From an optimization exercise on the open Yosys and OpenROAD flow, aimed at a short achievable clock period and few clock cycles per item; shortcuts taken in it are not production practice.
The RTL was checked by simulation tests, not by an equivalence proof against the original design.
Power is estimated from default activity; no workload was simulated.

== the previous run ==
## rv_core
module rv_core (
  input  logic        clk,
  input  logic        reset_i,
  output logic [31:0] imem_addr_o,
  input  logic [31:0] imem_data_i,
  output logic [31:0] dmem_addr_o,
  output logic [31:0] dmem_wdata_o,
  output logic [3:0]  dmem_wstrb_o,
  output logic        dmem_we_o,
  input  logic [31:0] dmem_rdata_i,
  input  logic        dmem_stall_i,
  output logic        wb_valid_o,
  output logic [4:0]  wb_addr_o,
  output logic [31:0] wb_data_o
);
make LEC_CHECK=0 ABC_CLOCK_PERIOD_IN_PS=800 CAP_MARGIN=20 CORE_MARGIN=2 CORE_UTILIZATION=40 SETUP_SLACK_MARGIN=4.5 SLEW_MARGIN=20 TNS_END_PERCENT=100 finish   # period 7.5 ns
run.sh (not shown) runs the stock make flow with config.mk's settings and CLKGATE_MAP_FILE= SYNTH_SCRIPT=/design/flow/synth_recipe.tcl, a recipe that flattens the netlist after the stock synthesis.
Testbench counts of the previous run, summed over its fixed seeds: cycles 11,705, instrs 11,200.
The inputs of the current run differ from those of the previous run as listed below.
Settings: ABC_CLOCK_PERIOD_IN_PS now 2500, was 800.
==> comparison <==
- Taking the previous run as the reference, in the current run total of max-cap violations did not really move; sequential share of layout area did not really move.
- The critical path data required time of the previous run and that of the current run are within noise of each other.
- From the previous run to the current run, initial antenna violation count did not move at all.
- Reported for the current run and the previous run, count of plain and timing-repair buffers in the layout turned out identical to the last digit.
- Re count of non-CTS inverters in the layout: no difference whatsoever between the previous run and the current run.
- As far as final core area utilization goes, the current run and the previous run are indistinguishable; the numbers are identical.
- The total detailed-routing wirelength on the current run is in line with that on the previous run.
- Count of clock-buffer cells in the layout essentially unchanged between the previous run and the current run.
- The current run -> the previous run: synthesized cell count delta 0, exact match

Another version of the RTL of rv_core (not shown whole).
For scale: about 6200 cells after synthesis, about 1900 flip-flops, roughly 210 I/O pins.
// rv_core
module rv_core (
  input  logic        clk,
  input  logic        reset_i,
  output logic [31:0] imem_addr_o,
  input  logic [31:0] imem_data_i,
  output logic [31:0] dmem_addr_o,
  output logic [31:0] dmem_wdata_o,
  output logic [3:0]  dmem_wstrb_o,
  output logic        dmem_we_o,
  input  logic [31:0] dmem_rdata_i,
  input  logic        dmem_stall_i,
  output logic        wb_valid_o,
  output logic [4:0]  wb_addr_o,
  output logic [31:0] wb_data_o
);
export LEC_CHECK = 0
export ABC_CLOCK_PERIOD_IN_PS = 2500
export CAP_MARGIN = 20
export CORE_MARGIN = 2
export CORE_UTILIZATION = 33
export SETUP_SLACK_MARGIN = 5.0
export SLEW_MARGIN = 20
export TNS_END_PERCENT = 100
create_clock -name core_clock -period 7.5 [get_ports {clk}]
The baseline went through all stages and came out clean.
Testbench counts at the start, summed over its fixed seeds: cycles 11,705, instrs 11,200.
Then changed:
Settings changed: CORE_UTILIZATION 33 to 40, SETUP_SLACK_MARGIN 5.0 to 4.5.
=>
- cell count fell by 8.8%
- design area fell by 8.0%
- power fell by 4.0%
- combinational power fell by 16%
- register-to-register slack gets worse by 96 ps
Then changed:
Settings changed: CORE_UTILIZATION 40 to 35.
Outcome: The new run produced a clean layout. Non-clock buffer count climbs by 31. Combinational power drops by about 2%. Setup slack improves by 90 ps. Cell area climbs by 0.90%. Via count drops by about 0.33%. Count of clock-buffer cells in the layout drops by 11. Hold slack improves by 6.0 ps. Final cell count climbs by about 4%.
Then changed:
Settings changed: CORE_UTILIZATION 35 to 30.
=> The new run ran to the end with no violations. Clock-buffer cell count decreases by 7. Final area rose by 0.63%. Register-to-register slack gains 50 ps. Via count went up by 1.3%. Worst setup slack gets better by 53 ps. Non-clock buffer count grows by 6. Total power rises by 1.0%. Wire length came out higher by 2.8%. Core utilization goes down by 6.0 points.

## willow
rv_core, a different RTL version from the one above (not shown whole).
Size in the first run: ~6000 cells after synthesis, roughly 210 I/O pins, about 83000 um2 of cells after synthesis.
export LEC_CHECK = 0
export CAP_MARGIN = 20
export CORE_MARGIN = 2
export CORE_UTILIZATION = 40
export SETUP_SLACK_MARGIN = 3.9
export SLEW_MARGIN = 20
export TNS_END_PERCENT = 100
create_clock -name core_clock -period 7.5 [get_ports {clk}]
Testbench counts of willow, summed over its fixed seeds: cycles 11,705, instrs 11,200.
Changes in cedar relative to willow:
Settings: an added ABC_CLOCK_PERIOD_IN_PS of 2500; a change of SETUP_SLACK_MARGIN from 3.9 to 4.5.
## What came out
- Setup slack: cedar more than willow
- On leakage power, the higher figure sits with cedar, not willow.
- Of cedar and willow, the higher internal power belongs to cedar.
- cedar vs. willow: depth of the worst register-to-register path went up 4, buffers inserted during post-CTS setup optimization +191, via count climbed about 4%.
- Diff willow -> cedar: total power rose about 4.5%, met2 track demand over resource rose 0.81 points, reported clock group power rose 5.1%.
- sky130_fd_sc_hd__clkdlybuf4s50_1 as the slowest library cell on the worst path was reported by willow, and sky130_fd_sc_hd__edfxtp_1 by cedar.
- Post-cts gate resize count, cedar and willow, lower one = willow.
- Final design area excluding fillers delta (cedar − willow): unfavourable

Another version of the RTL of rv_core (not shown whole).
Size in the first run: ~1600 flip-flops.
==> flow/config.mk <==
export PLATFORM = sky130hd
export DESIGN_NAME = rv_core
export DESIGN_NICKNAME = rv_core
export VERILOG_FILES = /design/flow/design.v
export SDC_FILE = /design/flow/constraint.sdc
export NUM_CORES = 4
export LEC_CHECK = 0
export ABC_CLOCK_PERIOD_IN_PS = 2500
export CAP_MARGIN = 20
export CORE_MARGIN = 2
export CORE_UTILIZATION = 40
export SETUP_SLACK_MARGIN = 4.5
export SLEW_MARGIN = 20
export TNS_END_PERCENT = 100
==> flow/constraint.sdc <==
create_clock -name core_clock -period 7.5 [get_ports {clk}]
set_input_delay 1.5000 -clock core_clock [delete_from_list [all_inputs] [get_ports {clk}]]
set_output_delay 1.5000 -clock core_clock [all_outputs]
set_load 0.01 [all_outputs]
The starting point produced a clean layout.
Testbench counts at the start, summed over its fixed seeds: cycles 11,802, instrs 11,200.
Rerun with:
ABC_CLOCK_PERIOD_IN_PS = 2000   (was 2500)
CORE_UTILIZATION = 55   (was 40)
SETUP_SLACK_MARGIN = 5   (was 4.5)
Result:
- The changed run finished clean
- sequential share of layout area goes down by 0.14 points
- design area went up by 0.41%
- final cell count falls by 6.8%
- sequential cell count does not change
- total power stays flat

==> port drivers added, routing unchanged <==
How much do the figures lean on ideal ports? The routed layouts below were timed once more, with nothing changed but the port constraints.
Step 1: set_driving_cell puts a clkbuf_16 on clk and a buf_2 on each other input, an assumption about the parent block.
Step 2 also shifts input and output timing later by t, the mid clock arrival at the registers, as if the neighbouring blocks saw the same clock.
Three values: ideal ports, drivers, drivers and shift; two values: the first two.
run | t (ns) | setup WS [ns] | worst setup path after step 2 | clock arrival spread, ns | worst register clock-pin slew, ns
the previous run | 0.928 | 3.830 / 3.830 / 3.395 | input to register | 0.049 / 0.050 | 0.07 / 0.07
the current run | 0.928 | 3.830 / 3.830 / 3.395 | input to register | 0.049 / 0.050 | 0.07 / 0.07
the first run of note 2 | 0.958 | 4.278 / 4.278 / 3.389 | input to register | 0.093 / 0.093 | 0.07 / 0.07
the second run of note 2 | 0.931 | 4.182 / 4.182 / 3.476 | input to register | 0.061 / 0.060 | 0.07 / 0.07
the third run of note 2 | 0.921 | 4.272 / 4.272 / 3.501 | input to register | 0.047 / 0.047 | 0.07 / 0.07
the fourth run of note 2 | 0.929 | 4.324 / 4.324 / 3.446 | input to register | 0.055 / 0.055 | 0.07 / 0.07
willow | 0.919 | 3.808 / 3.819 / 2.949 | input to register | 0.044 / 0.044 | 0.07 / 0.07
cedar | 0.935 | 3.878 / 3.878 / 3.380 | input to register | 0.068 / 0.068 | 0.07 / 0.07
the first run of note 4 | 0.909 | 3.858 / 3.858 / 3.177 | input to register | 0.043 / 0.044 | 0.07 / 0.07
the second run of note 4 | 0.899 | 3.827 / 3.827 / 3.177 | input to register | 0.058 / 0.059 | 0.07 / 0.07
After both steps setup and hold are still met in every run listed. For the first run of note 2, which loses most, drivers alone change the setup slack by 0.000 ns; drivers and shift together by -0.889 ns.
